Context: an optimization exercise on an open-source flow, tuned for small area, a short achievable clock period and few clock cycles per item. The choices shown serve that exercise and are no tape-out recipe.
RTL that was checked went through simulation tests only; none was proved equivalent to the original.
For runs 2 to 5, only the layout was checked, not whether the RTL still works.
Power and IR drop assume default switching activity.

<file path="design.v">
module sbox_ddt_row_scanner #(
  parameter int WIDTH = 6,
  parameter int CW    = WIDTH + 1
) (
  input  logic             clk,
  input  logic             rst,
  input  logic             start,
  input  logic [WIDTH-1:0] delta,
  output logic             busy,
  output logic             done,
  output logic [WIDTH-1:0] sbox_x0,
  output logic [WIDTH-1:0] sbox_x1,
  input  logic [WIDTH-1:0] sbox_y0,
  input  logic [WIDTH-1:0] sbox_y1,
  output logic [CW-1:0]    max_count,
  output logic [WIDTH-1:0] max_diff,
  input  logic [WIDTH-1:0] rd_addr,
  output logic [CW-1:0]    rd_count
);
  localparam int ENTRIES = 1 << WIDTH;
  localparam int NW      = WIDTH - 1;         
  localparam int NSLOT   = 8;                 
  localparam int HW      = CW - 3;            
  logic             busy_q;
  logic             done_q;
  logic             act_q;                    
  logic [NW-1:0]    n_q;                      
  logic [WIDTH-1:0] delta_q;
  logic [WIDTH-1:0] d_q;                      
  logic [1:0]       lo_q   [ENTRIES];
  logic [WIDTH-1:0] sidx_q [NSLOT];
  logic [HW-1:0]    shi_q  [NSLOT];
  logic [2:0]       ptr_q;                    
  logic [NW-1:0]    best_q;                   
  logic [WIDTH-1:0] best_idx_q;
  logic             accept;
  logic [WIDTH-1:0] key;
  logic [1:0]       lo_rd;
  logic [NSLOT-1:0] hit;
  logic [HW-1:0]    hi_rd;
  logic             hi_any;
  logic [NW-1:0]    seen;
  logic             upd;
  logic             wrap;
  logic [HW-1:0]    hi_inc;
  logic [WIDTH-1:0] low;
  logic [WIDTH-1:0] below;
  logic [WIDTH-1:0] above;
  logic [WIDTH-1:0] x0;
  always_comb begin
    accept = start & ~busy_q;
    key    = act_q ? d_q : rd_addr;
    lo_rd  = lo_q[key];
    hi_rd  = '0;
    for (int k = 0; k < NSLOT; k++) begin
      hit[k] = (sidx_q[k] == key) & (|shi_q[k]);
      hi_rd  = hi_rd | (shi_q[k] & {HW{hit[k]}});
    end
    hi_any = |hit;
    hi_inc = hi_rd + 1'b1;
    seen   = {hi_rd[2:0], lo_rd};
    wrap   = act_q & (&lo_rd);
    upd    = (seen > best_q) | ((seen == best_q) & (d_q < best_idx_q));
    low    = delta_q & (~delta_q + 1'b1);
    below  = low - 1'b1;
    above  = ~(below | low);
    x0     = (below & {1'b0, n_q}) | (above & {n_q, 1'b0});
  end
  always_ff @(posedge clk or posedge rst) begin
    if (rst) begin
      busy_q <= 1'b0;
      done_q <= 1'b0;
      act_q  <= 1'b0;
      n_q    <= '0;
    end else begin
      done_q <= act_q & ~(|n_q);
      if (accept) begin
        busy_q <= 1'b1;
        act_q  <= 1'b1;
        n_q    <= 1;
      end else begin
        if (done_q) busy_q <= 1'b0;
        if (~(|n_q)) act_q <= 1'b0;
        if (|n_q) n_q <= n_q + 1'b1;
      end
    end
  end
  always_ff @(posedge clk) begin
    d_q <= sbox_y0 ^ sbox_y1;
    if (accept) begin
      delta_q    <= delta;
      best_q     <= '0;
      best_idx_q <= '1;
      ptr_q      <= '0;
      for (int i = 0; i < ENTRIES; i++) lo_q[i] <= '0;
      for (int k = 0; k < NSLOT; k++) shi_q[k] <= '0;
    end else if (act_q) begin
      if (upd) begin
        best_q     <= seen;
        best_idx_q <= d_q;
      end
      lo_q[d_q] <= lo_rd + 1'b1;
      if (wrap) begin
        if (!hi_any) ptr_q <= ptr_q + 1'b1;
        for (int k = 0; k < NSLOT; k++)
          if (hit[k] | (~hi_any & (ptr_q == 3'(k)))) begin
            sidx_q[k] <= d_q;
            shi_q[k]  <= hi_inc;
          end
      end
    end
  end
  assign busy      = busy_q;
  assign done      = done_q;
  assign sbox_x0   = x0;
  assign sbox_x1   = x0 ^ (busy_q ? delta_q : delta);
  assign max_count = {{1'b0, best_q} + 1'b1, 1'b0};
  assign max_diff  = best_idx_q;
  assign rd_count  = {hi_rd, lo_rd, 1'b0};
endmodule
</file>
<file path="config.mk">
export PLATFORM = sky130hd
export DESIGN_NAME = sbox_ddt_row_scanner
export DESIGN_NICKNAME = sbox_ddt_row_scanner
export VERILOG_FILES = /design/flow/design.v
export SDC_FILE = /design/flow/constraint.sdc
export NUM_CORES = 4
export LEC_CHECK = 0
export ABC_AREA = 1
export CAP_MARGIN = 20
export CORE_MARGIN = 2
export CORE_UTILIZATION = 40
export SETUP_SLACK_MARGIN = 1.2
export SLEW_MARGIN = 20
</file>
<file path="run.sh">
#!/bin/bash
# synth_recipe.tcl (not shown) runs the flow's synth.tcl, then flattens the netlist and writes it again
# the make line also repeats each setting of config.mk as NAME=value (left out here)
make -C /OpenROAD-flow-scripts/flow DESIGN_CONFIG=/design/flow/config.mk WORK_HOME=/design/flow/orfs CLKGATE_MAP_FILE= SYNTH_SCRIPT=/design/flow/synth_recipe.tcl finish
</file>
<file path="constraint.sdc">
create_clock -name core_clock -period 5.0 [get_ports {clk}]
set_input_delay 1.0000 -clock core_clock [delete_from_list [all_inputs] [get_ports {clk}]]
set_output_delay 1.0000 -clock core_clock [all_outputs]
set_load 0.01 [all_outputs]
</file>
==> impl.org, run 1 <==
** Outcome
- The flow ran to the end and the layout has no timing, DRC or antenna violations.

** Cells and area
- Area added between synthesis and finish :: 21.6%
- Utilization after layout :: 0.497
- Number of antenna diodes :: 0
- For this run, the post-layout net count is 1708.
- Number of fillers in the final layout :: 2974
- Final design area excluding fillers :: 0.0158 mm2
- The sequential cells in the finished layout cover a total of 0.00671 mm2.
- In the final layout, the multi-input gates occupy 0.00560 mm2.
- Layout cells sized above 1 :: 0.171
- Non-filler instance count after layout :: 2111

** Logic synthesis
- Most area-hungry cell type in the Yosys netlist :: sky130_fd_sc_hd__edfxtp_1
- Post-synthesis sequential element count :: 242
- Of the post-synthesis cell area, the dominant cell type holds 0.421.
- The share of the Yosys chip area taken by registers is 0.516.
- The cell area that synthesis handed to floorplanning was 0.0130 mm2.
- Synthesis handed over a netlist of 1548 instances.
- Avg Synthesized Cell Area :: 8.39 um2
- Synthesis instantiated 42 different standard cells from the library.
- Main area contributors after synthesis :: sky130_fd_sc_hd__edfxtp_1, sky130_fd_sc_hd__nand2_1, sky130_fd_sc_hd__dfxtp_1, sky130_fd_sc_hd__nor2_1, sky130_fd_sc_hd__inv_1
- The Yosys step of the flow raised 3 warnings.

** Clocking
- Number of buffers between clock root and the deepest sink :: 3
- The cell sitting at the root of the clock tree is a sky130_fd_sc_hd__clkbuf_16.
- Hold repair after CTS inserted 0 buffers.
- TritonCTS built the clock tree.
- CTS H-tree lvls :: 1
- Total number of clock tree sinks :: 242
- At the later pin of the worst-skew pair, clock insertion delay measures 0.55 ns.
- Clock slew at the register clock pins of the worst setup and hold paths :: 0.06 ns
- Num CTS Buffers :: 28

** Timing
- Hold is met by 0.468 ns.
- Max_slew headroom :: 0.305
- Setup repair after global routing missed its margin :: yes
- Slew at the pin closest to its max-slew limit :: 1.04 ns
- Clock skew after layout :: 0.0188 ns
- The number of max-slew violations in the final report is 0.
- In the finished design, the share of the clock period the worst path needs comes to 0.739.
- Setup_tns :: 0 ns
- Final critical-path setup slack :: 1.31 ns
- Final hold violation count :: 0
- Top achievable clock speed :: 271 MHz
- The clock period could shrink to 3.69 ns.
- Setup violations remaining at the end of the flow were counted as 0.

** Placed design
- Area after DPL :: 0.0141 mm2
- Count of placed standard cells including taps :: 2017
- Summed over all nets, the half-perimeter wirelength after detailed placement is 24300 um.
- Input and output buffers added on the ports amount to 58.
- Timing analysis after detailed placement gives a worst setup slack of 0.346 ns.
- Routability-driven placement congestion ratio :: 0.861

** GRT
- The first global-routing pass estimated 57100 um of wire.
- Met3 Track Usage GR :: 0.0306
- GR met1 Demand/Resource :: 0.279
- Antenna violations before repair :: 0
- The number of global-route vias before repair came to 10500.
- The global routing stage identified its most utilized layer as met2.
- For this run, the total global-route usage over all layers was measured as 0.217.
- Entering global routing, the biggest net connects 65 pins.
- After global routing the overflow that remains totals 0.
- GR met2 Demand/Resource :: 0.378

** Floorplanning
- Top Ports :: 61
- Die span in x :: 184 um
- DIE AREA :: 0.0339 mm2
- In this run the core area contains 65 standard-cell rows.
- Core Area :: 0.0318 mm2
- For this configuration, the core starts out at a cell density of 0.409.
- In this run the vertical extent of the chip is 184 um.

** Worst setup path
- Data required time at the worst endpoint :: 4.00 ns
- Setup crit start kind :: flip-flop
- Along the worst path, the maximum fanout reaches 16.
- Endpoint type of the worst setup path :: output port
- Data on the critical path arrives at its endpoint at 2.69 ns.
- The setup path with the least slack is of type flip-flop to output port.

** Pwr
- Cell leakage power :: 6.69 nW
- Power density relative to cell area :: 291 mW/mm2
- The worst-case IR drop observed on VDD is 236 uV.
- Sum of internal, switching and leakage power :: 4.59 mW

** Drt
- Total number of vias :: 10800
- Total Routed Length :: 36700 um
- Before antenna repair, the detailed router went through 5 iterations.
- Detailed-route DRC error count :: 0
- Vias per cell :: 5.12
- In the final routed layout, each cell accounts on average for 17.4 um.
- Number of DRC markers after the initial detailed-route iteration :: 911
- The detail route stage leaves a number of antenna-violating nets equal to 0.

** Run
- # Max-Cap Violations :: 0

** Min path
- In this run the worst hold path is classified as flip-flop to flip-flop.
[routing by layer]
metal / up-vias / part of all wire
met4: 0 / 0.036
met5: - / 0
met1: 5102 / 0.42
met2: 330 / 0.48
met3: 79 / 0.055
li1: 5289 / -
[area by class of cell]
type	count	area share
Sequential cell	242	0.425
Multi-Input combinational cell	1085	0.354
Timing Repair Buffer	144	0.0914
Clock buffer	31	0.0457
Inverter	156	0.0379
Tap cell	435	0.0345
Clock inverter	18	0.0112
[worst paths after layout]
check | from | end | slack (ns) | depth (start not counted)
min in group asynchronous | rst | n_q[4] | 0.70 | 2
worst min register to register | done_q | busy_q | 0.47 | 1
max in group asynchronous | rst | act_q | 4.05 | 2
worst max-delay path | act_q | rd_count[1] | 1.31 | 13
worst max register to register | act_q | sidx_q[7][1] | 1.44 | 22
worst min-delay path | done_q | busy_q | 0.47 | 1
[cell usage in the layout (no fill, tap or decap), drive strengths merged]
| cell | instances |
|---|---|
| a211oi | 1 |
| a21boi | 1 |
| a21oi | 28 |
| a22o | 3 |
| and2 | 1 |
| buf | 87 |
| bufinv | 3 |
| clkbuf | 36 |
| clkdlybuf4s15 | 3 |
| clkdlybuf4s50 | 46 |
| clkinv | 14 |
| clkinvlp | 3 |
| conb | 2 |
| dfrtp | 8 |
| dfxtp | 52 |
| dlygate4sd2 | 3 |
| edfxtp | 182 |
| ha | 24 |
| inv | 154 |
| mux2i | 1 |
| nand2 | 397 |
| nand3 | 109 |
| nand3b | 3 |
| nand4 | 4 |
| nor2 | 313 |
| nor3 | 16 |
| nor4 | 8 |
| o211ai | 39 |
| o21ai | 108 |
| o22ai | 3 |
| xor2 | 24 |
[critical path: stages (launching register included)]
cell	delay [ns]
sky130_fd_sc_hd__dfrtp_2	0.49
sky130_fd_sc_hd__buf_4	0.17
sky130_fd_sc_hd__nand2_4	0.08
sky130_fd_sc_hd__nand2_4	0.07
sky130_fd_sc_hd__buf_12	0.15
sky130_fd_sc_hd__clkbuf_16	0.17
sky130_fd_sc_hd__nor2_2	0.10
sky130_fd_sc_hd__o21ai_1	0.06
sky130_fd_sc_hd__o211ai_1	0.08
sky130_fd_sc_hd__o211ai_1	0.12
sky130_fd_sc_hd__nand3_1	0.16
sky130_fd_sc_hd__nand3_2	0.17
sky130_fd_sc_hd__nand2_4	0.11
sky130_fd_sc_hd__clkdlybuf4s15_2	0.22
[where the power goes]
group | internal, mW | total (mW) | leakage (nW) | switching (mW)
logic | 0.137 | 0.407 | 4.36 | 0.270
registers | 2.15 | 2.17 | 1.89 | 0.0201
clock network | 1.19 | 2.02 | 0.433 | 0.829
total | 3.48 | 4.59 | 6.69 | 1.12
[cell usage after synthesis (all sizes together)]
master  number
nand2      397
nor2       313
edfxtp     182
inv        155
nand3      109
o21ai      108
dfxtp       52
o211ai      39
buf         34
clkbuf      32
a21oi       28
ha          24
xor2        24
nor3        16
dfrtp        8
nor4         8
nand4        4
a22o         3
nand3b       3
o22ai        3
a211oi       1
a21boi       1
and2         1
clkinv       1
conb         1
mux2i        1
[timing repair]
| item | 4_1_cts | 5_1_grt |
|---|---|---|
| cloned | 3 | 2 |
| setup endpoints to repair | 68 | 59 |
| gates resized for setup | 81 | 39 |
| pin swaps | 17 | 25 |
| hold endpoints to repair | 0 | 0 |
| setup buffers | 22 | 17 |
[registers in the layout, summed over array words and instances, names as in the netlist]
signal / cells
d_q: 6
lo_q: 128
ptr_q: 3
best_idx_q: 6
busy_q: 1
sidx_q: 48
n_q: 5
best_q: 5
done_q: 1
delta_q: 6
act_q: 1
shi_q: 32
[cell families after synthesis]
family | count (synthesis) | synth area share
flops | 242 | 0.516
fa+ha+maj | 24 | 0.0231
xor+xnor | 24 | 0.0182
compound gates | 183 | 0.0796
mux | 1 | 0.000771
buf+inv | 222 | 0.0760
simple gates | 851 | 0.286
other cells | 1 | 0.000289
Testbench counts, summed over its fixed seeds: cycles 52,216, rows 1,536.
==> inputs of run 2 (changes only) <==
--- a/design.v
+++ b/design.v
@@ -22,3 +22,3 @@
   localparam int NSLOT   = 8;                 
-  localparam int HW      = CW - 3;            
+  localparam int HW      = CW - 4;            
   logic             busy_q;
@@ -33,2 +33,3 @@
   logic [2:0]       ptr_q;                    
+  logic             full_q;                   
   logic [NW-1:0]    best_q;                   
@@ -55,8 +56,8 @@
     for (int k = 0; k < NSLOT; k++) begin
-      hit[k] = (sidx_q[k] == key) & (|shi_q[k]);
+      hit[k] = (sidx_q[k] == key);
       hi_rd  = hi_rd | (shi_q[k] & {HW{hit[k]}});
     end
-    hi_any = |hit;
+    hi_any = |hi_rd;
     hi_inc = hi_rd + 1'b1;
-    seen   = {hi_rd[2:0], lo_rd};
+    seen   = {hi_rd, lo_rd};
     wrap   = act_q & (&lo_rd);
@@ -94,2 +95,3 @@
       ptr_q      <= '0;
+      full_q     <= 1'b0;
       for (int i = 0; i < ENTRIES; i++) lo_q[i] <= '0;
@@ -104,2 +106,3 @@
         if (!hi_any) ptr_q <= ptr_q + 1'b1;
+        if (&hi_rd) full_q <= 1'b1;
         for (int k = 0; k < NSLOT; k++)
@@ -118,3 +121,3 @@
   assign max_diff  = best_idx_q;
-  assign rd_count  = {hi_rd, lo_rd, 1'b0};
+  assign rd_count  = {full_q & (sidx_q[0] == key), hi_rd, lo_rd, 1'b0};
 endmodule
==> run 2 against run 1 <==
  * Hold slack gained 0.014 ns
  * Non-clock buffer count shrank 19
  * Synthesized cell count shrank 8.1%
  * Fmax decreased by 1.2%
  * Sequential power decreased by 3%
  * Sequential share of layout area grew 0.37 points
  * Clock-buffer cell count grew 3
  * Power is 2.4% higher
  * Clock skew up 0.0084 ns
  * Critical path type is now input pin to output port
  * Largest cell class unchanged
  * Highest routed layer unchanged
==> impl.org, run 2 <==
** Floorplanning
- DIE AREA :: 0.0326 mm2 (was 0.0339 mm2)
- Initial standard-cell utilization of the core :: 0.407 (was 0.409)
- The horizontal extent of the die is 180 um (was 184 um).
- Vert. Die Dim :: 180 um (was 184 um)
- # rows :: 64 (was 65)
- The placeable core region is 0.0306 mm2 (was 0.0318 mm2).
- Top Ports :: 61 (unchanged)

** Placed design
- The final weighted congestion in routability-driven placement came to 0.833 (was 0.861).
- The number of placed instances, taps included is 1843 (was 2017).
- The worst-case setup slack after placement was 0.293 ns (was 0.346 ns).
- The number of buffers added on ports was 58 (unchanged).
- The detailed placement HPWL was 22300 um (was 24300 um).

** Pwr
- Power density relative to cell area :: 307 mW/mm2 (was 291 mW/mm2)
- The static power due to leakage came to 6.11 nW (was 6.69 nW).
- The peak ir drop on the vdd network is 269 uV (was 236 uV).

** Timing
- Final hold violation count :: 0 (unchanged)
- The post-layout worst setup margin is 1.26 ns (was 1.31 ns).
- Clock skew after layout :: 0.0271 ns (was 0.0188 ns)
- Slew at the pin closest to its max-slew limit :: 1.12 ns (was 1.04 ns)
- Top achievable clock speed :: 268 MHz (was 271 MHz)
- Clock period minus final worst setup slack :: 3.74 ns (was 3.69 ns)
- The count of endpoints failing setup in the final report was 0 (unchanged).
- Setup_tns :: 0 ns (unchanged)
- The number of max-slew violations in the final report came to 0 (unchanged).
- Post-route clock period utilization :: 0.748 (was 0.739)
- The headroom to the max-slew limit is 0.249 (was 0.305).
- Setup repair after global routing missed its margin :: yes (unchanged)

** Worst setup path
- Signal arrival time at the worst endpoint :: 2.74 ns (was 2.69 ns)
- The classification of the worst setup path is input pin to output port (was flip-flop to output port).
- RR Startpoint :: act_q (unchanged)
- The critical path endpoint category is an output port (unchanged).
- The startpoint class of the critical path is an input pin (was flip-flop).
- Worst setup path startpoint :: rd_addr[1] (was act_q)
- The maximum net fanout on the critical path came to 12 (was 16).
- Data required time at the worst endpoint :: 4.00 ns (about the same)

** Cells and area
- Total Nets Final :: 1569 (was 1708)
- Number of fillers in the final layout :: 2853 (was 2974)
- Most common cell after layout, fill and taps aside :: sky130_fd_sc_hd__nand2_1 (unchanged)
- Layout cells sized above 1 :: 0.173 (was 0.171)
- Largest registers :: lo_q (128), sidx_q (48), shi_q (24) (was lo_q (128), sidx_q (48), shi_q (32))
- The layout overhead on the synthesized area is 23.0% (was 21.6%).
- The number of cells in the finished layout apart from fillers came to 1935 (was 2111).
- Register with the most flip-flops :: lo_q (unchanged)
- The number of antenna diodes was 0 (unchanged).
- Number of flip-flops in the largest register :: 128 (unchanged)
- Commonest cells after routing, fill and taps aside: sky130_fd_sc_hd__nand2_1, sky130_fd_sc_hd__nor2_1, sky130_fd_sc_hd__edfxtp_1 (unchanged).

** Clocking
- The insertion delay of the later-clocked pin in the worst-skew pair came to 0.55 ns (about the same).
- The number of buffers inserted during clock tree synthesis was 28 (unchanged).
- The clock-pin transition on the worst setup and hold timing paths was 0.05 ns (was 0.06 ns).
- The cell at the root of the clock tree was sky130_fd_sc_hd__clkbuf_16 (unchanged).
- CTS tree :: yes (unchanged)
- The number of buffers inserted by hold repair at cts was 0 (unchanged).
- Number of buffers between clock root and the deepest sink :: 3 (unchanged)
- Total number of clock tree sinks :: 235 (was 242)
- CTS H-tree lvls :: 1 (unchanged)

** Logic synthesis
- The count of yosys warnings during synthesis came to 3 (unchanged).
- The largest area contributor in the synthesized netlist is sky130_fd_sc_hd__edfxtp_1 (unchanged).
- Synthesized instance count :: 1423 (was 1548)
- Most frequent cells after synthesis: sky130_fd_sc_hd__nand2_1, sky130_fd_sc_hd__nor2_1, sky130_fd_sc_hd__edfxtp_1 (unchanged).
- The prevailing post-synth register cell was sky130_fd_sc_hd__edfxtp_1 (unchanged).
- Netlist Area Pre-Place :: 0.0125 mm2 (was 0.0130 mm2)
- Post-synthesis sequential element count :: 235 (was 242)
- Asr flop ratio synth :: 0.0340 (was 0.0331)
- Main area contributors after synthesis: sky130_fd_sc_hd__edfxtp_1, sky130_fd_sc_hd__nand2_1, sky130_fd_sc_hd__nor2_1, sky130_fd_sc_hd__dfxtp_1, sky130_fd_sc_hd__nand3_1 (was sky130_fd_sc_hd__edfxtp_1, sky130_fd_sc_hd__nand2_1, sky130_fd_sc_hd__dfxtp_1, sky130_fd_sc_hd__nor2_1, sky130_fd_sc_hd__inv_1).
- Most repeated cell in the gate-level netlist after synthesis :: sky130_fd_sc_hd__nand2_1 (unchanged)
- The synthesized area per cell came to 8.75 um2 (was 8.39 um2).
- The number of enable flip-flop cells after synthesis came to 182 (unchanged).
- Sequential fraction of the synthesis area :: 0.527 (was 0.516)
- Number of distinct library cell variants in the gate-level netlist after synthesis :: 42 (unchanged)
- Portion of synthesized cell area occupied by the leading cell type :: 0.439 (was 0.421)

** Min path
- Classification of the worst-slack hold path :: flip-flop to flip-flop (unchanged)
- The worst min-delay path startpoint was full_q (was done_q).

** GRT
- The total routing resource utilization after global routing was 0.216 (was 0.217).
- The remaining global-route overflow was 0 (unchanged).
- Maximum number of pins on one net before global-route repair :: 72 (was 65)
- Antenna violations before repair :: 0 (unchanged)
- Via count of the first global-routing pass :: 9892 (was 10500)
- The wire length of the first global-routing pass came to 55400 um (was 57100 um).

** Drt
- The routed wirelength normalized by instance count is 18.3 um (was 17.4 um).
- Vias per cell :: 5.24 (was 5.12)
- Antenna-violating nets left :: 0 (unchanged)
- The iteration count of the initial detailed-routing pass is 5 (unchanged).
- The routed wire length was 35400 um (was 36700 um).
- Total number of vias :: 10100 (was 10800)
- Number of DRC markers after the initial detailed-route iteration :: 887 (was 911)
- Detailed-route DRC error count :: 0 (unchanged)

** Run
- The max capacitance violation total is 0 (unchanged).

** Outcome
- Run status: no timing/DRC/antenna violations (unchanged).
## run 2: changes by cell type after synthesis, sizes merged, moves of 7 or more
cell	change
dfxtp	-7
nand2	-13
a21oi	+10
nand4	+7
buf	+8
nand3b	+14
nand3	-37
o21ai	-31
inv	-59
nor2	-13
## run 2: area by class of cell
class / instances / area, um2 / share of cell area
multi-input cells: 1030 / 5580 / 0.364
well taps: 396 / 495 / 0.0323
clock inverters: 18 / 238 / 0.0155
inverters: 97 / 377 / 0.0246
repair buffers: 125 / 1310 / 0.0852
clock buffers: 34 / 754 / 0.0492
flip-flops and latches: 235 / 6570 / 0.429
## run 2: metrics by stage
step                      hold WS, ns  total power, mW  instance area (um2)  utilization
after floorplan                 0.440             2.35                12500            -
after global placement          0.464             2.48                13500        0.440
after detailed placement        0.473             2.48                13500        0.440
after CTS                       0.484             4.72                15100        0.494
after global routing            0.503             4.86                15300        0.501
final                           0.482             4.71                15300        0.501
## run 2: final timing paths
path                                 to  slack [ns]  cells after the start
setup / recovery            rd_count[2]        1.26                     12
setup reg to reg           sidx_q[2][2]        1.40                     17
min in group asynchronous        done_q        0.72                      2
max in group asynchronous         act_q        4.01                      2
hold / removal                   full_q        0.48                      2
hold reg to reg                  full_q        0.48                      2
## run 2: where the power goes
part           internal, mW  total (mW)  switching, mW
combinational         0.133       0.405          0.272
sequential             2.10        2.11         0.0120
clock                  1.38        2.19          0.818
## run 2: timing repair
action	CTS	global route
pin swaps	25	23
cloned	9	0
setup buffers	28	3
gates resized for setup	90	48
setup endpoints to repair	76	68
## run 2: kinds of logic (layout without fill, tap and decap cells)
kind of cell	Yosys count	count (layout)	synth area share
AO/OA/AOI/OAI	157	157	0.0719
adder cells (fa/ha/maj)	25	25	0.0251
other	1	2	0.000301
XOR/XNOR	28	28	0.0209
AND/OR/NAND/NOR	810	817	0.289
buffers and inverters	166	274	0.0648
multiplexers	1	1	0.000804
flip-flops	235	235	0.527
## run 2: critical path: stages
cell	delay, ns
sky130_fd_sc_hd__dlygate4sd2_1	0.26
sky130_fd_sc_hd__nand2_2	0.10
sky130_fd_sc_hd__nand2_4	0.12
sky130_fd_sc_hd__buf_6	0.15
sky130_fd_sc_hd__buf_12	0.15
sky130_fd_sc_hd__o21ai_0	0.09
sky130_fd_sc_hd__o211ai_1	0.24
sky130_fd_sc_hd__nand3_2	0.17
sky130_fd_sc_hd__nand3_2	0.12
sky130_fd_sc_hd__nand3_2	0.12
sky130_fd_sc_hd__nand2_4	0.12
sky130_fd_sc_hd__buf_6	0.11
## run 2: layer usage
layer,vias to the layer above,global-route usage,share of wire
met5,-,0,0
met1,4816,0.296,0.44
li1,4914,-,-
met3,72,0.0289,0.060
met2,342,0.356,0.47
met4,0,0.0681,0.029
==> inputs of run 3 (changes only) <==
--- a/config.mk
+++ b/config.mk
@@ -11,3 +11,3 @@
 export CORE_UTILIZATION = 40
-export SETUP_SLACK_MARGIN = 1.2
+export SETUP_SLACK_MARGIN = 1.0
 export SLEW_MARGIN = 20
==> run 3 against run 2 <==
  * Still clean on timing, DRC and antenna
  * Final area fell by 2.6%
  * Global-route usage fell by 1.0 points
  * Die area did not move
  * Clock skew rose by 0.0043 ns
  * Wire length fell by 3.4%
  * Highest routed layer unchanged
  * Utilization fell by 1.3 points
  * Critical path type unchanged
  * Register-to-register slack got worse by 0.09 ns
==> impl.org, run 3 <==
** Outcome
- Run status :: no timing/DRC/antenna violations (unchanged)

** Timing
- The count of endpoints failing setup in the final report is 0 (unchanged).
- Final critical-path setup slack :: 1.11 ns (was 1.26 ns)
- Clock skew after layout :: 0.0314 ns (was 0.0271 ns)
- Setup_tns :: 0 ns (unchanged)
- Final hold violation count :: 0 (unchanged)
- The number of max-slew violations in the final report was 0 (unchanged).
- The highest attainable clock frequency was 257 MHz (was 268 MHz).
- The time the final worst path needs with I/O delays and setup was 3.89 ns (was 3.74 ns).
- The transition time of the tightest slew-check pin was 1.04 ns (was 1.12 ns).
- Max_slew headroom :: 0.298 (was 0.249)
- Setup repair after global routing missed its margin: no (was yes).
- The share of the clock period used by the worst path after layout is 0.778 (was 0.748).

** Drt
- The count of routing violations after the opening detailed-route iteration came to 807 (was 887).
- The post-detailed-route via-to-cell ratio was 5.26 (was 5.24).
- The detailed-route via count was 10100 (about the same).
- The iteration count of the initial detailed-routing pass is 5 (unchanged).
- Antenna-violating nets left :: 0 (unchanged)
- Detailed-route DRC error count :: 0 (unchanged)
- The routed wirelength normalized by instance count is 17.8 um (was 18.3 um).
- The routed wire length is 34200 um (was 35400 um).

** Pwr
- Power density relative to cell area :: 303 mW/mm2 (was 307 mW/mm2)
- Maximum vdd drop :: 240 uV (was 269 uV)
- Cell leakage power :: 6.02 nW (was 6.11 nW)

** Logic synthesis
- The largest area contributor in the synthesized netlist is sky130_fd_sc_hd__edfxtp_1 (unchanged).
- Number of warnings issued by yosys :: 3 (unchanged)
- The area share of the leading cell type in the synthesized netlist came to 0.439 (unchanged).
- Number of synthesized flops with an enable pin :: 182 (unchanged)
- Most repeated cell in the gate-level netlist after synthesis :: sky130_fd_sc_hd__nand2_1 (unchanged)
- Post-synthesis sequential element count :: 235 (unchanged)
- The synthesized area per cell is 8.75 um2 (unchanged).
- The number of cells produced by synthesis was 1423 (unchanged).
- Number of distinct library cell variants in the gate-level netlist after synthesis :: 42 (unchanged)
- Dominant synthesized flop cell :: sky130_fd_sc_hd__edfxtp_1 (unchanged)
- The post-synthesis async set-or-reset flop share is 0.0340 (unchanged).
- Most frequent cells after synthesis :: sky130_fd_sc_hd__nand2_1, sky130_fd_sc_hd__nor2_1, sky130_fd_sc_hd__edfxtp_1 (unchanged)
- The area of the mapped netlist is 0.0125 mm2 (unchanged).
- Sequential fraction of the synthesis area :: 0.527 (unchanged)
- Main area contributors after synthesis: sky130_fd_sc_hd__edfxtp_1, sky130_fd_sc_hd__nand2_1, sky130_fd_sc_hd__nor2_1, sky130_fd_sc_hd__dfxtp_1, sky130_fd_sc_hd__nand3_1 (unchanged).

** Floorplanning
- The die height was 180 um (unchanged).
- Core Area :: 0.0306 mm2 (unchanged)
- Die span in x :: 180 um (unchanged)
- DIE AREA :: 0.0326 mm2 (unchanged)
- The number of rows created at floorplan came to 64 (unchanged).
- Top Ports :: 61 (unchanged)
- Initial standard-cell utilization of the core :: 0.407 (unchanged)

** Clocking
- The largest buffer count on any clock path came to 3 (unchanged).
- The number of buffers inserted during clock tree synthesis was 28 (unchanged).
- Clock latency of the later-clocked register in the worst-skew pair :: 0.55 ns (about the same)
- The cell at the root of the clock tree was sky130_fd_sc_hd__clkbuf_16 (unchanged).
- Clock slew at the register clock pins of the worst setup and hold paths :: 0.06 ns (was 0.05 ns)
- CTS H-tree lvls :: 1 (unchanged)
- The number of sinks handled by clock tree synthesis was 235 (unchanged).
- The TritonCTS clock tree was yes (unchanged).
- The number of buffers inserted by hold repair at cts came to 0 (unchanged).

** GRT
- The wire length of the first global-routing pass is 53000 um (was 55400 um).
- Antenna violations before repair :: 0 (unchanged)
- The number of global-route vias before repair is 9660 (was 9892).
- Overflow left after global routing :: 0 (unchanged)
- The total routing resource utilization after global routing is 0.206 (was 0.216).
- Maximum number of pins on one net before global-route repair :: 65 (was 72)

** Worst setup path
- Cell count of the worst reg-to-reg path :: 21 (was 17)
- The maximum net fanout on the critical path was 8 (was 12).
- Data required time at the worst endpoint :: 4.00 ns (about the same)
- Worst R2R End :: sidx_q[0][4] (was sidx_q[2][2])
- The critical path endpoint category is an output port (unchanged).
- The termination of the worst setup path is rd_count[5] (was rd_count[2]).
- RR Startpoint :: act_q (unchanged)
- The setup slack of the most critical reg-to-reg path was 1.31 ns (was 1.40 ns).
- Worst setup path startpoint :: rd_addr[5] (was rd_addr[1])
- Type of the worst setup path :: input pin to output port (unchanged)
- The startpoint class of the critical path is an input pin (unchanged).
- Signal arrival time at the worst endpoint :: 2.89 ns (was 2.74 ns)

** Cells and area
- Register with the most flip-flops :: lo_q (unchanged)
- The cell area after layout is 0.0149 mm2 (was 0.0153 mm2).
- Layout cells sized above 1 :: 0.149 (was 0.173)
- The number of nets at the end of the flow was 1562 (was 1569).
- The number of antenna diodes came to 0 (unchanged).
- Largest registers :: lo_q (128), sidx_q (48), shi_q (24) (unchanged)
- Commonest cells after routing, fill and taps aside :: sky130_fd_sc_hd__nand2_1, sky130_fd_sc_hd__nor2_1, sky130_fd_sc_hd__edfxtp_1 (unchanged)
- The layout overhead on the synthesized area was 19.8% (was 23.0%).
- Number of flip-flops in the largest register :: 128 (unchanged)
- The leading cell type in the layout, fill and taps excluded is sky130_fd_sc_hd__nand2_1 (unchanged).
- Non-filler instance count after layout :: 1924 (was 1935)
- The filler cell count is 2861 (was 2853).

** Placed design
- Port-buffer cells :: 58 (unchanged)
- The detailed placement HPWL is 22100 um (was 22300 um).
- Worst setup timing slack at the placement stage :: 0.361 ns (was 0.293 ns)
- The number of placed instances, taps included is 1854 (was 1843).
- The final weighted congestion in routability-driven placement came to 0.811 (was 0.833).
- Area after DPL :: 0.0135 mm2 (about the same)

** Run
- The max capacitance violation total is 0 (unchanged).

** Min path
- The type of the most critical hold path is flip-flop to flip-flop (unchanged).
[run 3: routing by layer]
layer / global-route usage / part of all wire
met1: 0.285 / 0.44
met2: 0.330 / 0.45
met3: 0.0386 / 0.079
met4: 0.0590 / 0.024
met5: 0 / 0
[run 3: how the worst min path moves through the flow]
stage	slack, ns	to	startpoint	cells past startpoint
floorplan	0.44	full_q	full_q	2
global placement	0.47	shi_q[3][0]	shi_q[3][0]	2
detailed placement	0.48	shi_q[3][0]	shi_q[3][0]	2
CTS	0.49	shi_q[3][0]	shi_q[3][0]	2
global route	0.51	shi_q[3][0]	shi_q[3][0]	2
finish	0.49	shi_q[3][0]	shi_q[3][0]	2
[run 3: metrics by stage]
| stage | util | power [mW] | hold WS (ns) |
|---|---|---|---|
| 6_report | 0.488 | 4.53 | 0.488 |
| 5_1_grt | 0.488 | 4.66 | 0.507 |
| 4_1_cts | 0.483 | 4.54 | 0.486 |
| 3_5_place_dp | 0.441 | 2.47 | 0.475 |
| 3_3_place_gp | 0.441 | 2.47 | 0.467 |
| 2_1_floorplan | - | 2.35 | 0.440 |
[run 3: power by group]
group          switching (mW)  internal (mW)
Combinational           0.250          0.116
Clock                   0.805           1.24
Sequential             0.0175           2.10
Total                    1.07           3.45
[run 3: layout make-up]
| type | instances | area [um2] | share of cell area |
|---|---|---|---|
| clock inverters | 10 | 104 | 0.00696 |
| multi-input cells | 1025 | 5340 | 0.357 |
| repair buffers | 123 | 1230 | 0.0824 |
| flip-flops and latches | 235 | 6570 | 0.440 |
| inverters | 97 | 372 | 0.0249 |
| well taps | 396 | 495 | 0.0332 |
| clock buffers | 38 | 821 | 0.0550 |
[run 3: timing repair]
action                     4_1_cts  5_1_grt
buffers inserted                11        6
gates resized for setup         56       28
gates cloned                     4        1
setup endpoints to repair       28       64
pin swaps                        7       13
[run 3: worst max-delay path, stage by stage]
cell and delay, ns:
sky130_fd_sc_hd__clkdlybuf4s50_1 0.47, sky130_fd_sc_hd__nand2_2 0.07, sky130_fd_sc_hd__nand2_4 0.16, sky130_fd_sc_hd__clkinvlp_4 0.16
sky130_fd_sc_hd__nand2_1 0.08, sky130_fd_sc_hd__nand2_1 0.04, sky130_fd_sc_hd__nor2_1 0.23, sky130_fd_sc_hd__nand3_1 0.12
sky130_fd_sc_hd__nand2_1 0.12, sky130_fd_sc_hd__nor2_4 0.07, sky130_fd_sc_hd__nand2_4 0.11, sky130_fd_sc_hd__clkdlybuf4s15_2 0.24
[run 3: cells by family after synthesis]
kind of cell / synth area share
flops: 0.527
simple gates: 0.289
compound gates: 0.0719
other cells: 0.000301
xor+xnor: 0.0209
mux: 0.000804
fa+ha+maj: 0.0251
buf+inv: 0.0648
==> inputs of run 4 (changes only) <==
--- a/config.mk
+++ b/config.mk
@@ -11,3 +11,3 @@
 export CORE_UTILIZATION = 40
-export SETUP_SLACK_MARGIN = 1.0
+export SETUP_SLACK_MARGIN = 1.4
 export SLEW_MARGIN = 20
==> run 4 against run 3 <==
  * Still clean on timing, DRC and antenna
  * Area after synthesis unchanged
  * Die area unchanged
  * Clock power down 9%
  * Final area up 8.2%
  * Non-clock buffer count up 66
  * Flip-flop and latch count unchanged
  * Hold slack worse by 0.012 ns
  * Sequential share of layout area down 3.3 points
  * Synthesized cell count unchanged
  * Clock skew down 0.019 ns
  * Fmax up 7.3%
  * Clock-buffer cell count down 1
  * Largest power group unchanged
==> impl.org, run 4 <==
** Run
- The max capacitance violation total was 0 (unchanged).

** Logic synthesis
- Avg Synthesized Cell Area :: 8.75 um2 (unchanged)
- Sequential fraction of the synthesis area :: 0.527 (unchanged)
- Most frequent cells after synthesis :: sky130_fd_sc_hd__nand2_1, sky130_fd_sc_hd__nor2_1, sky130_fd_sc_hd__edfxtp_1 (unchanged)
- The dominant cell by count in the synthesized netlist is sky130_fd_sc_hd__nand2_1 (unchanged).
- Number of distinct library cell variants in the gate-level netlist after synthesis :: 42 (unchanged)
- Dominant synthesized flop cell :: sky130_fd_sc_hd__edfxtp_1 (unchanged)
- The number of enable flip-flop cells after synthesis came to 182 (unchanged).
- Post-synthesis sequential element count :: 235 (unchanged)
- Portion of synthesized cell area occupied by the leading cell type :: 0.439 (unchanged)
- The count of yosys warnings during synthesis came to 3 (unchanged).
- The area of the mapped netlist was 0.0125 mm2 (unchanged).
- Synthesized instance count :: 1423 (unchanged)
- The post-synthesis async set-or-reset flop share is 0.0340 (unchanged).
- Main area contributors after synthesis: sky130_fd_sc_hd__edfxtp_1, sky130_fd_sc_hd__nand2_1, sky130_fd_sc_hd__nor2_1, sky130_fd_sc_hd__dfxtp_1, sky130_fd_sc_hd__nand3_1 (unchanged).
- Most area-hungry cell type in the Yosys netlist :: sky130_fd_sc_hd__edfxtp_1 (unchanged)

** Worst setup path
- Cell count of the worst reg-to-reg path :: 23 (was 21)
- Standard cell with the maximum stage delay on the critical path :: sky130_fd_sc_hd__nor4_2 (was sky130_fd_sc_hd__clkdlybuf4s50_1)
- The highest cell delay on the worst timing path is 0.82 ns (was 0.47 ns).
- The critical path endpoint category was a flip-flop (was output port).
- Type of the worst setup path :: input pin to flip-flop (was input pin to output port)
- Most used cell along the critical path :: sky130_fd_sc_hd__nand2_1 (unchanged)
- Data required time at the worst endpoint :: 5.23 ns (was 4.00 ns)
- Cells along the critical path: clkdlybuf4s50_1 > nand2_4 > inv_1 > nor2_1 > inv_2 > nor4_2 > nand2_1 > nand2_1 (was clkdlybuf4s50_1 > nand2_2 > nand2_4 > clkinvlp_4 > nand2_1 > nand2_1 > nor2_1 > nand3_1 > nand2_1 > nor2_4 > nand2_4 > clkdlybuf4s15_2).
- The startpoint class of the critical path is an input pin (unchanged).
- The data arrival at the endpoint of the critical path was 3.86 ns (was 2.89 ns).
- Worst-path maximum fanout :: 25 (was 8)

** Min path
- Number of cells traversed by the worst hold path :: 2 (unchanged)
- Classification of the worst-slack hold path :: flip-flop to flip-flop (unchanged)

** Floorplanning
- The die height is 180 um (unchanged).
- Top Ports :: 61 (unchanged)
- Core Area :: 0.0306 mm2 (unchanged)
- DIE AREA :: 0.0326 mm2 (unchanged)
- Die span in x :: 180 um (unchanged)
- The number of rows created at floorplan was 64 (unchanged).
- The starting density of the core came to 0.407 (unchanged).

** Cells and area
- Layout cells sized above 1 :: 0.220 (was 0.149)
- The cell area after layout came to 0.0161 mm2 (was 0.0149 mm2).
- The leading cell type in the layout, fill and taps excluded was sky130_fd_sc_hd__nand2_1 (unchanged).
- The register name with the most flops is lo_q (unchanged).
- Number of flip-flops in the largest register :: 128 (unchanged)
- The number of nets at the end of the flow was 1630 (was 1562).
- Largest registers :: lo_q (128), sidx_q (48), shi_q (24) (unchanged)
- Commonest cells after routing, fill and taps aside :: sky130_fd_sc_hd__nand2_1, sky130_fd_sc_hd__nor2_1, sky130_fd_sc_hd__edfxtp_1 (unchanged)
- Number of antenna diodes :: 0 (unchanged)
- The layout overhead on the synthesized area came to 29.6% (was 19.8%).
- The filler cell count came to 2758 (was 2861).

** Pwr
- Cell leakage power :: 6.49 nW (was 6.02 nW)
- Maximum vdd drop :: 240 uV (about the same)
- Power density relative to cell area :: 274 mW/mm2 (was 303 mW/mm2)

** Clocking
- CTS H-tree lvls :: 1 (unchanged)
- The number of buffers inserted during clock tree synthesis was 27 (was 28).
- Number of buffers between clock root and the deepest sink :: 3 (unchanged)
- Clock slew at the register clock pins of the worst setup and hold paths :: 0.06 ns (about the same)
- Clock Tree Root :: sky130_fd_sc_hd__clkbuf_16 (unchanged)
- The insertion delay of the later-clocked pin in the worst-skew pair was 0.54 ns (was 0.55 ns).
- CTS tree :: yes (unchanged)
- The number of sinks handled by clock tree synthesis is 235 (unchanged).
- The number of buffers inserted by hold repair at cts came to 0 (unchanged).

** Timing
- The sum of negative setup slack was 0 ns (unchanged).
- The final worst clock skew came to 0.0121 ns (was 0.0314 ns).
- The final count of hold timing violations was 0 (unchanged).
- The count of endpoints failing setup in the final report is 0 (unchanged).
- Setup repair after global routing missed its margin: yes (was no).
- Clock period minus final worst setup slack :: 3.62 ns (was 3.89 ns)
- The headroom to the max-slew limit was 0.229 (was 0.298).
- The transition time of the tightest slew-check pin was 1.15 ns (was 1.04 ns).
- Final max-slew violation count :: 0 (unchanged)
- Post-route clock period utilization :: 0.725 (was 0.778)
- The highest attainable clock frequency was 276 MHz (was 257 MHz).

** GRT
- Antenna violations before repair :: 1 (was 0)
- The total routing resource utilization after global routing came to 0.220 (was 0.206).
- The remaining global-route overflow is 0 (unchanged).
- The wire length of the first global-routing pass came to 56400 um (was 53000 um).
- Via count of the first global-routing pass :: 10300 (was 9660)
- Maximum number of pins on one net before global-route repair :: 78 (was 65)

** Drt
- The final antenna-violating net count is 0 (unchanged).
- The routed wire length was 37100 um (was 34200 um).
- Length of the first detailed-routing pass in iterations :: 5 (unchanged)
- The detailed-route via count came to 10600 (was 10100).
- The remaining design rule violation count was 0 (unchanged).
- The post-detailed-route via-to-cell ratio was 5.31 (was 5.26).
- Number of DRC markers after the initial detailed-route iteration :: 1056 (was 807)
- The routed wirelength normalized by instance count came to 18.6 um (was 17.8 um).

** Outcome
- Run status: no timing/DRC/antenna violations (unchanged).

** Placed design
- Routability-driven placement congestion ratio :: 0.827 (was 0.811)
- The detailed placement HPWL is 22200 um (was 22100 um).
- The number of buffers added on ports came to 58 (unchanged).
- The total placed instance area was 0.0135 mm2 (about the same).
[run 4: area by class of cell]
cell class | instances | area, um2 | area share
Timing Repair Buffer | 189 | 2070 | 0.128
Inverter | 97 | 398 | 0.0246
Tap cell | 396 | 495 | 0.0307
Clock inverter | 12 | 73.8 | 0.00457
Multi-Input combinational cell | 1028 | 5790 | 0.359
Sequential cell | 235 | 6570 | 0.407
Clock buffer | 37 | 743 | 0.0460
[run 4: logic make-up after synthesis]
family,synth area share
buffers and inverters,0.0648
DFF,0.527
adders and majority gates,0.0251
xor gates and xnor gates,0.0209
other,0.000301
and+or+nand+nor,0.289
AOI/OAI and AO/OA,0.0719
muxes,0.000804
[run 4: layer usage]
metal / vias to the layer above / GRT usage / wire, um
li1: 5022 / - / -
met1: 5071 / 0.301 / 16000
met2: 434 / 0.363 / 17200
met3: 58 / 0.0368 / 2890
met4: 2 / 0.0603 / 928
met5: - / 0 / 13
[run 4: final timing paths]
kind / startpoint / endpoint / slack [ns]
setup / recovery: start / lo_q[28][1] / 1.38
hold / removal: full_q / full_q / 0.48
setup reg to reg: act_q / sidx_q[2][5] / 1.41
hold reg to reg: full_q / full_q / 0.48
max in group asynchronous: rst / act_q / 3.97
min in group asynchronous: rst / busy_q / 0.75
[run 4: critical path, delay by kind of cell]
family,cells,cell delay (ns)
buffers and inverters,3,0.96
and+or+nand+nor,5,1.89
[run 4: stage by stage]
| stage | cells | power, mW | util | setup WS (ns) | hold WS (ns) |
|---|---|---|---|---|---|
| 2_1_floorplan | 1424 | 2.35 | - | 1.41 | 0.440 |
| 3_3_place_gp | 1846 | 2.48 | 0.441 | 0.287 | 0.453 |
| 3_5_place_dp | 1846 | 2.48 | 0.441 | 0.234 | 0.464 |
| 4_1_cts | 1948 | 4.40 | 0.502 | 1.34 | 0.480 |
| 5_1_grt | 1994 | 4.55 | 0.528 | 1.20 | 0.502 |
| 6_report | 1994 | 4.42 | 0.528 | 1.38 | 0.476 |
[run 4: timing repair]
action / CTS / global route
resized for setup: 148 / 101
buffers inserted: 43 / 43
gates cloned: 10 / 3
pin swaps: 46 / 48
hold endpoints to repair: 0 / 0
endpoints found under the setup margin: 102 / 134
[run 4: power breakdown]
part	internal, mW	switching (mW)	total (mW)	leakage, nW
registers	2.10	0.0112	2.11	1.84
clock network	1.08	0.777	1.86	0.399
logic	0.167	0.290	0.457	4.25
==> inputs of run 5 (changes only) <==
--- a/config.mk
+++ b/config.mk
@@ -11,3 +11,5 @@
 export CORE_UTILIZATION = 40
-export SETUP_SLACK_MARGIN = 1.4
+export CTS_BUF_LIST = sky130_fd_sc_hd__clkbuf_8
+export CTS_CLUSTER_SIZE = 24
+export SETUP_SLACK_MARGIN = 1.2
 export SLEW_MARGIN = 20
==> run 5 against run 4 <==
  * Hold slack improved by 0.0075 ns
  * Cell count down 1.2%
  * Register-to-register slack worse by 0.09 ns
  * Largest power group unchanged
  * Utilization decreased by 2.8 points
  * Highest routed layer is now met4
==> impl.org, run 5 <==
** Outcome
- Run status: no timing/DRC/antenna violations (unchanged).

** Drt
- The remaining design rule violation count came to 0 (unchanged).
- Antenna-violating nets left :: 0 (unchanged)
- Number of DRC markers after the initial detailed-route iteration :: 899 (was 1056)
- The iteration count of the initial detailed-routing pass came to 5 (unchanged).
- The routed wire length was 36000 um (was 37100 um).
- Wire length per cell after detailed routing :: 18.3 um (was 18.6 um)
- The post-detailed-route via-to-cell ratio came to 5.20 (was 5.31).
- The detailed-route via count is 10200 (was 10600).

** Min path
- The type of the most critical hold path was flip-flop to flip-flop (unchanged).

** Worst setup path
- Endpoint type of the worst setup path :: output port (was flip-flop)
- The data arrival at the endpoint of the critical path was 2.72 ns (was 3.86 ns).
- Cells along the critical path :: clkdlybuf4s15_1 > inv_2 > nand2_4 > nand2_8 > buf_4 > nor2_1 > nor2_1 > o21ai_0 > o211ai_1 > nand3_1 > nand3_1 > nand3_2 > nand2_2 > buf_4 (was clkdlybuf4s50_1 > nand2_4 > inv_1 > nor2_1 > inv_2 > nor4_2 > nand2_1 > nand2_1)
- Stage delay of the slowest cell on the critical path :: 0.25 ns (was 0.82 ns)
- Type of the worst setup path :: input pin to output port (was input pin to flip-flop)
- The startpoint class of the critical path is an input pin (unchanged).
- Worst-path maximum fanout :: 6 (was 25)
- The cell family contributing the most delay on the critical path is simple AND/OR/NAND/NOR gates (unchanged).
- The slowest cell on the critical path is sky130_fd_sc_hd__clkdlybuf4s15_1 (was sky130_fd_sc_hd__nor4_2).
- The combined buffer and inverter count along the critical path was 4 (was 3).
- The required time reported for the critical path endpoint came to 4.00 ns (was 5.23 ns).

** Logic synthesis
- Sequential fraction of the synthesis area :: 0.527 (unchanged)
- Number of distinct library cell variants in the gate-level netlist after synthesis :: 42 (unchanged)
- The prevailing post-synth register cell is sky130_fd_sc_hd__edfxtp_1 (unchanged).
- The post-synthesis async set-or-reset flop share is 0.0340 (unchanged).
- Most frequent cells after synthesis :: sky130_fd_sc_hd__nand2_1, sky130_fd_sc_hd__nor2_1, sky130_fd_sc_hd__edfxtp_1 (unchanged)
- Number of synthesized flops with an enable pin :: 182 (unchanged)
- The largest area contributor in the synthesized netlist is sky130_fd_sc_hd__edfxtp_1 (unchanged).
- Most repeated cell in the gate-level netlist after synthesis :: sky130_fd_sc_hd__nand2_1 (unchanged)
- The count of yosys warnings during synthesis came to 3 (unchanged).
- The number of cells produced by synthesis came to 1423 (unchanged).
- The area of the mapped netlist is 0.0125 mm2 (unchanged).
- The synthesized area per cell came to 8.75 um2 (unchanged).
- The synthesis-stage register bit count came to 235 (unchanged).
- Portion of synthesized cell area occupied by the leading cell type :: 0.439 (unchanged)
- Main area contributors after synthesis :: sky130_fd_sc_hd__edfxtp_1, sky130_fd_sc_hd__nand2_1, sky130_fd_sc_hd__nor2_1, sky130_fd_sc_hd__dfxtp_1, sky130_fd_sc_hd__nand3_1 (unchanged)

** Pwr
- The combinational group share of total power is 0.093 (was 0.103).
- Switch share :: 0.257 (was 0.244)
- The static power due to leakage came to 6.19 nW (was 6.49 nW).
- The power density of the placed cells is 279 mW/mm2 (was 274 mW/mm2).
- The proportion of power drawn by the clock network was 0.412 (was 0.420).
- The relative contribution of sequential cells to total power was 0.495 (was 0.477).
- The switching power of the nets is 1.09 mW (was 1.08 mW).
- The total internal power came to 3.17 mW (was 3.34 mW).
- Maximum vdd drop :: 172 uV (was 240 uV)

** Floorplanning
- DIE AREA :: 0.0326 mm2 (unchanged)
- The number of rows created at floorplan was 64 (unchanged).
- Vert. Die Dim :: 180 um (unchanged)
- Die span in x :: 180 um (unchanged)
- The starting density of the core came to 0.407 (unchanged).
- The placeable core region was 0.0306 mm2 (unchanged).
- The number of top-level pins was 61 (unchanged).

** GRT
- The wire length of the first global-routing pass came to 55300 um (was 56400 um).
- The pin count of the biggest net entering global routing is 72 (was 78).
- The number of global-route vias before repair came to 9911 (was 10300).
- Antenna violations before repair :: 0 (was 1)
- Overflow left after global routing :: 0 (unchanged)
- Total routing resource utilization after global routing :: 0.216 (was 0.220)

** Timing
- The sum of negative setup slack was 0 ns (unchanged).
- The share of the clock period used by the worst path after layout is 0.745 (was 0.725).
- The headroom to the max-slew limit was 0.248 (was 0.229).
- The highest attainable clock frequency is 268 MHz (was 276 MHz).
- The number of max-slew violations in the final report was 0 (unchanged).
- The post-layout worst setup margin came to 1.28 ns (was 1.38 ns).
- Setup repair after global routing missed its margin :: no (was yes)
- The transition time of the tightest slew-check pin came to 1.12 ns (was 1.15 ns).
- The time the final worst path needs with I/O delays and setup came to 3.72 ns (was 3.62 ns).
- The final worst clock skew came to 0.0333 ns (was 0.0121 ns).
- Final-layout worst hold slack :: 0.483 ns (was 0.476 ns)
- The count of endpoints failing setup in the final report came to 0 (unchanged).
- The final count of hold timing violations was 0 (unchanged).

** Cells and area
- The number of nets at the end of the flow came to 1595 (was 1630).
- Commonest cells after routing, fill and taps aside: sky130_fd_sc_hd__nand2_1, sky130_fd_sc_hd__nor2_1, sky130_fd_sc_hd__edfxtp_1 (unchanged).
- The flip-flop count of the largest register after layout was 128 (unchanged).
- Number of antenna diodes :: 0 (unchanged)
- The layout overhead on the synthesized area was 22.6% (was 29.6%).
- The final core area utilization was 0.499 (was 0.528).
- Register with the most flip-flops :: lo_q (unchanged)
- Number of fillers in the final layout :: 2873 (was 2758)
- Largest registers :: lo_q (128), sidx_q (48), shi_q (24) (unchanged)
- The leading cell type in the layout, fill and taps excluded is sky130_fd_sc_hd__nand2_1 (unchanged).
- The proportion of layout cells with a drive suffix above 1 came to 0.189 (was 0.220).

** Clocking
- Clock latency of the later-clocked register in the worst-skew pair :: 0.55 ns (was 0.54 ns)
- Clock Tree Root :: sky130_fd_sc_hd__clkbuf_8 (was sky130_fd_sc_hd__clkbuf_16)
- The clock-pin transition on the worst setup and hold timing paths came to 0.05 ns (was 0.06 ns).
- The largest buffer count on any clock path was 3 (unchanged).
- The TritonCTS clock tree is yes (unchanged).
- The number of buffers inserted by hold repair at cts is 0 (unchanged).
- Num CTS Buffers :: 42 (was 27)
- The number of sinks handled by clock tree synthesis was 235 (unchanged).
- The total number of H-tree levels is 2 (was 1).

** Run
- # Max-Cap Violations :: 0 (unchanged)

** Placed design
- The final weighted congestion in routability-driven placement was 0.833 (was 0.827).
- Worst setup timing slack at the placement stage :: 0.293 ns (was 0.234 ns)
- Detailed Place HPWL :: 22300 um (was 22200 um)
- The number of buffers added on ports came to 58 (unchanged).
run 5: cell types whose count changed in the layout (fill, tap and decap cells not counted), moves of 9 or more:
cell                        before  now
sky130_fd_sc_hd__buf_4          76   60
sky130_fd_sc_hd__buf_6          30    6
sky130_fd_sc_hd__clkbuf_16      29    1
sky130_fd_sc_hd__clkbuf_8        3   49
sky130_fd_sc_hd__inv_1          82  100
sky130_fd_sc_hd__nand2_1       331  344
sky130_fd_sc_hd__nor2_2         29   39
sky130_fd_sc_hd__o21ai_0        57   66
run 5: metrics by stage:
step           cells  instance area, um2  power [mW]
6_report        1971               15300        4.26
5_1_grt         1971               15300        4.43
4_1_cts         1951               14900        4.27
3_5_place_dp    1843               13500        2.48
3_3_place_gp    1843               13500        2.48
2_1_floorplan   1424               12500        2.35
run 5: logic make-up (layout without fill, tap and decap cells):
group / Yosys count / count (layout) / synth area share
AOI/OAI and AO/OA: 157 / 157 / 0.0719
DFF: 235 / 235 / 0.527
adders and majority gates: 25 / 25 / 0.0251
other: 1 / 2 / 0.000301
and+or+nand+nor: 810 / 817 / 0.289
muxes: 1 / 1 / 0.000804
buffers and inverters: 166 / 310 / 0.0648
xor gates and xnor gates: 28 / 28 / 0.0209
run 5: layout make-up:
class,instances,area [um2],area share
inverters,97,388,0.0254
flip-flops and latches,235,6570,0.430
multi-input cells,1030,5640,0.369
well taps,396,495,0.0324
clock buffers,49,674,0.0441
clock inverters,27,138,0.00901
repair buffers,137,1370,0.0899
run 5: worst register-to-register path, stage by stage (launching register included):
cell and delay, ns:
sky130_fd_sc_hd__dfrtp_2 0.48, sky130_fd_sc_hd__clkinv_8 0.14, sky130_fd_sc_hd__nand2_2 0.15, sky130_fd_sc_hd__nand2_4 0.09
sky130_fd_sc_hd__buf_6 0.14, sky130_fd_sc_hd__bufbuf_16 0.28, sky130_fd_sc_hd__nor2_1 0.12, sky130_fd_sc_hd__o21ai_1 0.09
sky130_fd_sc_hd__o211ai_1 0.11, sky130_fd_sc_hd__nand3_2 0.15, sky130_fd_sc_hd__nand3_2 0.12, sky130_fd_sc_hd__nand3_4 0.10
sky130_fd_sc_hd__nand2_4 0.11, sky130_fd_sc_hd__buf_4 0.11, sky130_fd_sc_hd__buf_4 0.13, sky130_fd_sc_hd__ha_4 0.14
sky130_fd_sc_hd__nand2_4 0.06, sky130_fd_sc_hd__nor2_4 0.12, sky130_fd_sc_hd__buf_12 0.14, sky130_fd_sc_hd__buf_8 0.13
sky130_fd_sc_hd__nand4_4 0.14, sky130_fd_sc_hd__a21oi_4 0.31
run 5: final timing paths:
kind	start	to	slack (ns)	cells after the start
max reg2reg	act_q	sidx_q[1][5]	1.32	21
min in group asynchronous	rst	busy_q	0.72	2
max	rd_addr[0]	rd_count[2]	1.28	14
max in group asynchronous	rst	act_q	4.02	2
min	shi_q[1][0]	shi_q[1][0]	0.48	2
min reg2reg	shi_q[1][0]	shi_q[1][0]	0.48	2
run 5: timing repair:
action                     4_1_cts  5_1_grt
setup buffers                   24       18
setup endpoints to repair       67       72
resized for setup               90       64
pin swaps                       23       25
cloned                           8        2
run 5: routing by layer:
metal | track usage | up-vias | share of wire
met5 | 0 | - | 0
met4 | 0.0723 | 0 | 0.029
met3 | 0.0354 | 68 | 0.066
met2 | 0.352 | 382 | 0.47
met1 | 0.292 | 4840 | 0.44
li1 | - | 4954 | -
run 5: power by group through the flow:
stage	combinational (mW)	clock, mW	sequential [mW]
after global routing	0.428	1.89	2.11
after CTS	0.379	1.79	2.11
after global placement	0.328	0	2.15
after floorplan	0.203	0	2.15
after detailed placement	0.330	0	2.15
final	0.398	1.75	2.11
==> inputs of run 6 (changes only) <==
--- a/design.v
+++ b/design.v
@@ -39,2 +39,5 @@
   logic [1:0]       lo_rd;
+  logic [7:0]       key_hi;                   
+  logic [7:0]       key_lo;                   
+  logic [ENTRIES-1:0] sel;                    
   logic [NSLOT-1:0] hit;
@@ -53,3 +56,11 @@
     key    = act_q ? d_q : rd_addr;
-    lo_rd  = lo_q[key];
+    for (int r = 0; r < 8; r++) begin
+      key_hi[r] = (key[5:3] == 3'(r));
+      key_lo[r] = (key[2:0] == 3'(r));
+    end
+    lo_rd = '0;
+    for (int i = 0; i < ENTRIES; i++) begin
+      sel[i] = key_hi[i / 8] & key_lo[i % 8];
+      lo_rd  = lo_rd | (lo_q[i] & {2{sel[i]}});
+    end
     hi_rd  = '0;
@@ -103,3 +114,3 @@
       end
-      lo_q[d_q] <= lo_rd + 1'b1;
+      for (int i = 0; i < ENTRIES; i++) if (sel[i]) lo_q[i] <= lo_rd + 1'b1;
       if (wrap) begin
--- a/config.mk
+++ b/config.mk
@@ -11,4 +11,2 @@
 export CORE_UTILIZATION = 40
-export CTS_BUF_LIST = sky130_fd_sc_hd__clkbuf_8
-export CTS_CLUSTER_SIZE = 24
 export SETUP_SLACK_MARGIN = 1.2
==> run 6 against run 5 <==
  * Still clean on timing, DRC and antenna
  * Register-to-register slack better by 0.07 ns
  * Power down 5.4%
  * Via count up 7.4%
  * Clock power up 6%
  * Wire length down 7.4%
  * Critical path depth up 1
  * Clock skew down 0.019 ns
  * Utilization up 0.30 points
  * Non-clock buffer count up 4
  * Sequential power down 6%
  * Critical endpoint is now rd_count[1]
  * Largest cell class is now multi-input gates
==> impl.org, run 6 <==
** Outcome
- Run status :: no timing/DRC/antenna violations (unchanged)

** Worst setup path
- Standard cell with the maximum stage delay on the critical path :: sky130_fd_sc_hd__dfrtp_4 (was sky130_fd_sc_hd__clkdlybuf4s15_1)
- Flop2flop setup slack :: 1.39 ns (was 1.32 ns)
- Type of the worst setup path :: flip-flop to output port (was input pin to output port)
- Family with the most delay on the worst path :: simple AND/OR/NAND/NOR gates (unchanged)
- Worst-path maximum fanout :: 8 (was 6)
- Data required time at the worst endpoint :: 4.00 ns (about the same)
- The critical path endpoint category is an output port (unchanged).
- Signal arrival time at the worst endpoint :: 2.80 ns (was 2.72 ns)
- The startpoint class of the critical path is a flip-flop (was input pin).
- Cells along the critical path :: buf_8 > nand2_1 > nand2_4 > nand3_4 > buf_4 > nor2_2 > nand2_1 > nand2_1 > nor2_2 > nand4_1 > nor2_2 > nand2_2 > nor2_4 > inv_2 > buf_4 (was clkdlybuf4s15_1 > inv_2 > nand2_4 > nand2_8 > buf_4 > nor2_1 > nor2_1 > o21ai_0 > o211ai_1 > nand3_1 > nand3_1 > nand3_2 > nand2_2 > buf_4)
- Stage delay of the slowest cell on the critical path :: 0.57 ns (was 0.25 ns)
- The combined buffer and inverter count along the critical path was 4 (unchanged).

** Placed design
- Count of placed standard cells including taps :: 2168 (was 1843)
- Area after DPL :: 0.0131 mm2 (was 0.0135 mm2)
- The number of buffers added on ports is 58 (unchanged).
- The detailed placement HPWL was 22600 um (was 22300 um).
- Routability-driven placement congestion ratio :: 0.829 (was 0.833)
- The worst-case setup slack after placement came to 0.224 ns (was 0.293 ns).

** Drt
- The routed wirelength normalized by instance count is 14.7 um (was 18.3 um).
- Number of DRC markers after the initial detailed-route iteration :: 800 (was 899)
- Antenna-violating nets left :: 0 (unchanged)
- The iteration count of the initial detailed-routing pass came to 5 (unchanged).
- Vias per cell :: 4.87 (was 5.20)
- The routed wire length came to 33300 um (was 36000 um).
- Detailed-route DRC error count :: 0 (unchanged)
- Total number of vias :: 11000 (was 10200)

** Timing
- Final-layout worst hold slack :: 0.458 ns (was 0.483 ns)
- Setup_tns :: 0 ns (unchanged)
- Clock period minus final worst setup slack :: 3.80 ns (was 3.72 ns)
- Final max-slew violation count :: 0 (unchanged)
- Clock skew after layout :: 0.0143 ns (was 0.0333 ns)
- The transition time of the tightest slew-check pin is 0.835 ns (was 1.12 ns).
- The share of the clock period used by the worst path after layout came to 0.760 (was 0.745).
- Final hold violation count :: 0 (unchanged)
- Setup repair after global routing missed its margin: yes (was no).
- The count of endpoints failing setup in the final report is 0 (unchanged).
- Top achievable clock speed :: 263 MHz (was 268 MHz)
- The headroom to the max-slew limit is 0.443 (was 0.248).
- The post-layout worst setup margin was 1.20 ns (was 1.28 ns).

** Clocking
- Clock latency of the later-clocked register in the worst-skew pair :: 0.53 ns (was 0.55 ns)
- Num CTS Buffers :: 27 (was 42)
- The clock-pin transition on the worst setup and hold timing paths is 0.06 ns (was 0.05 ns).
- The TritonCTS clock tree was yes (unchanged).
- Number of buffers between clock root and the deepest sink :: 3 (unchanged)
- CTS H-tree lvls :: 1 (was 2)
- The number of sinks handled by clock tree synthesis came to 235 (unchanged).
- The cell at the root of the clock tree was sky130_fd_sc_hd__clkbuf_16 (was sky130_fd_sc_hd__clkbuf_8).

** Floorplanning
- DIE AREA :: 0.0313 mm2 (was 0.0326 mm2)
- Vert. Die Dim :: 177 um (was 180 um)
- The number of top-level pins came to 61 (unchanged).
- Initial standard-cell utilization of the core :: 0.404 (was 0.407)
- # rows :: 63 (was 64)
- The placeable core region was 0.0296 mm2 (was 0.0306 mm2).
- Die span in x :: 177 um (was 180 um)

** GRT
- The initial antenna violation count was 0 (unchanged).
- Overflow left after global routing :: 0 (unchanged)
- The pin count of the biggest net entering global routing came to 141 (was 72).
- The number of global-route vias before repair is 10300 (was 9911).
- Wire length of the first global-routing pass :: 53500 um (was 55300 um)
- Total routing resource utilization after global routing :: 0.214 (was 0.216)

** Logic synthesis
- The dominant cell by count in the synthesized netlist is sky130_fd_sc_hd__nand2_1 (unchanged).
- Avg Synthesized Cell Area :: 6.87 um2 (was 8.75 um2)
- The post-synthesis async set-or-reset flop share is 0.0340 (unchanged).
- Post-synthesis sequential element count :: 235 (unchanged)
- Portion of synthesized cell area occupied by the leading cell type :: 0.290 (was 0.439)
- The largest area contributor in the synthesized netlist is sky130_fd_sc_hd__dfxtp_1 (was sky130_fd_sc_hd__edfxtp_1).
- The prevailing post-synth register cell was sky130_fd_sc_hd__dfxtp_1 (was sky130_fd_sc_hd__edfxtp_1).
- Most frequent cells after synthesis :: sky130_fd_sc_hd__nand2_1, sky130_fd_sc_hd__nor2_1, sky130_fd_sc_hd__dfxtp_1 (was sky130_fd_sc_hd__nand2_1, sky130_fd_sc_hd__nor2_1, sky130_fd_sc_hd__edfxtp_1)
- Sequential fraction of the synthesis area :: 0.442 (was 0.527)
- Synthesized instance count :: 1738 (was 1423)
- Number of warnings issued by yosys :: 4 (was 3)
- The distinct cell type count after synthesis is 35 (was 42).
- Main area contributors after synthesis: sky130_fd_sc_hd__dfxtp_1, sky130_fd_sc_hd__nand2_1, sky130_fd_sc_hd__edfxtp_1, sky130_fd_sc_hd__nor2_1, sky130_fd_sc_hd__o21ai_0 (was sky130_fd_sc_hd__edfxtp_1, sky130_fd_sc_hd__nand2_1, sky130_fd_sc_hd__nor2_1, sky130_fd_sc_hd__dfxtp_1, sky130_fd_sc_hd__nand3_1).
- Number of synthesized flops with an enable pin :: 54 (was 182)
- Netlist Area Pre-Place :: 0.0119 mm2 (was 0.0125 mm2)

** Pwr
- The peak ir drop on the vdd network came to 232 uV (was 172 uV).
- Cell leakage power :: 7.01 nW (was 6.19 nW)
- Sum of internal, switching and leakage power :: 4.03 mW (was 4.26 mW)
- The power density of the placed cells is 272 mW/mm2 (was 279 mW/mm2).

** Cells and area
- The layout overhead on the synthesized area is 24.3% (was 22.6%).
- Commonest cells after routing, fill and taps aside :: sky130_fd_sc_hd__nand2_1, sky130_fd_sc_hd__nor2_1, sky130_fd_sc_hd__inv_1 (was sky130_fd_sc_hd__nand2_1, sky130_fd_sc_hd__nor2_1, sky130_fd_sc_hd__edfxtp_1)
- The final core area utilization came to 0.502 (was 0.499).
- The flip-flop count of the largest register after layout was 128 (unchanged).
- Most common cell after layout, fill and taps aside :: sky130_fd_sc_hd__nand2_1 (unchanged)
- Final design area excluding fillers :: 0.0149 mm2 (was 0.0153 mm2)
- Largest registers: lo_q (128), sidx_q (48), shi_q (24) (unchanged).
- The number of nets at the end of the flow was 1903 (was 1595).
- The number of antenna diodes is 0 (unchanged).
- Register with the most flip-flops :: lo_q (unchanged)
- The number of cells in the finished layout apart from fillers came to 2261 (was 1971).
- The proportion of layout cells with a drive suffix above 1 is 0.137 (was 0.189).

** Run
- # Max-Cap Violations :: 0 (unchanged)

** Min path
- Classification of the worst-slack hold path :: flip-flop to flip-flop (unchanged)
-- run 6: cell count changes after synthesis, sizes merged, moves of 17 or more --
cell | before | now
nand2 | 384 | 524
o211ai | 36 | 7
buf | 42 | 25
o21ai | 77 | 134
inv | 96 | 171
dfxtp | 45 | 173
edfxtp | 182 | 54
nand3 | 72 | 55
nor2 | 300 | 400
-- run 6: kinds of logic after synthesis --
kind of cell | after synthesis | synth area share
xor+xnor | 28 | 0.0205
fa+ha+maj | 25 | 0.0262
simple gates | 1034 | 0.351
compound gates | 183 | 0.0797
buf+inv | 231 | 0.0787
other cells | 1 | 0.000314
flops | 235 | 0.442
mux | 1 | 0.000838
-- run 6: timing repair --
action | CTS | global route
setup buffers | 29 | 14
hold buffers | 0 | 0
endpoints found under the setup margin | 82 | 66
pin swaps | 42 | 46
gates resized for setup | 143 | 42
-- run 6: worst paths after layout --
path                            startpoint     endpoint  cells past startpoint
worst min register to register  lo_q[1][1]   lo_q[1][1]                      2
worst max register to register       act_q    best_q[2]                     22
min in group asynchronous              rst       busy_q                      2
worst max-delay path                 act_q  rd_count[1]                     15
worst min-delay path            lo_q[1][1]   lo_q[1][1]                      2
max in group asynchronous              rst        act_q                      2
-- run 6: cell type report --
type / instances / area [um2]
clock buffer: 42 / 792
sequential: 235 / 5300
clock inverter: 7 / 37.5
fill: 2929 / 14700
tap: 390 / 488
inverter: 173 / 657
timing repair buffer: 141 / 1380
multi-input combinational: 1273 / 6200
-- run 6: report_power, final --
group	leakage [nW]	internal [mW]	switching (mW)	total (mW)
Clock	0.410	1.08	0.776	1.86
Combinational	4.62	0.0818	0.118	0.200
Sequential	1.99	1.95	0.0221	1.98
Total	7.01	3.12	0.915	4.03
-- run 6: worst min-delay path: cells and delay by family (launching register included) --
kind | cells | cell delay [ns]
buffers and inverters | 1 | 0.06
AO/OA/AOI/OAI | 1 | 0.05
flip-flops | 1 | 0.30
-- run 6: metal layers --
| metal | GRT usage | part of all wire | vias to the layer above |
|---|---|---|---|
| li1 | - | - | 5666 |
| met4 | 0.0720 | 0.031 | 0 |
| met5 | 0 | 0 | - |
| met3 | 0.0245 | 0.042 | 59 |
| met2 | 0.368 | 0.48 | 193 |
| met1 | 0.278 | 0.44 | 5089 |
Testbench counts of run 6, summed over its fixed seeds: cycles 52,216, rows 1,536.

Check on run 6: ideal ports give 1.199 ns setup slack; a clkbuf_16 on the clock port and buf_2 on the inputs give 1.151 ns; moving port delays by the midpoint clock arrival (0.571 ns) as well gives 0.837 ns.
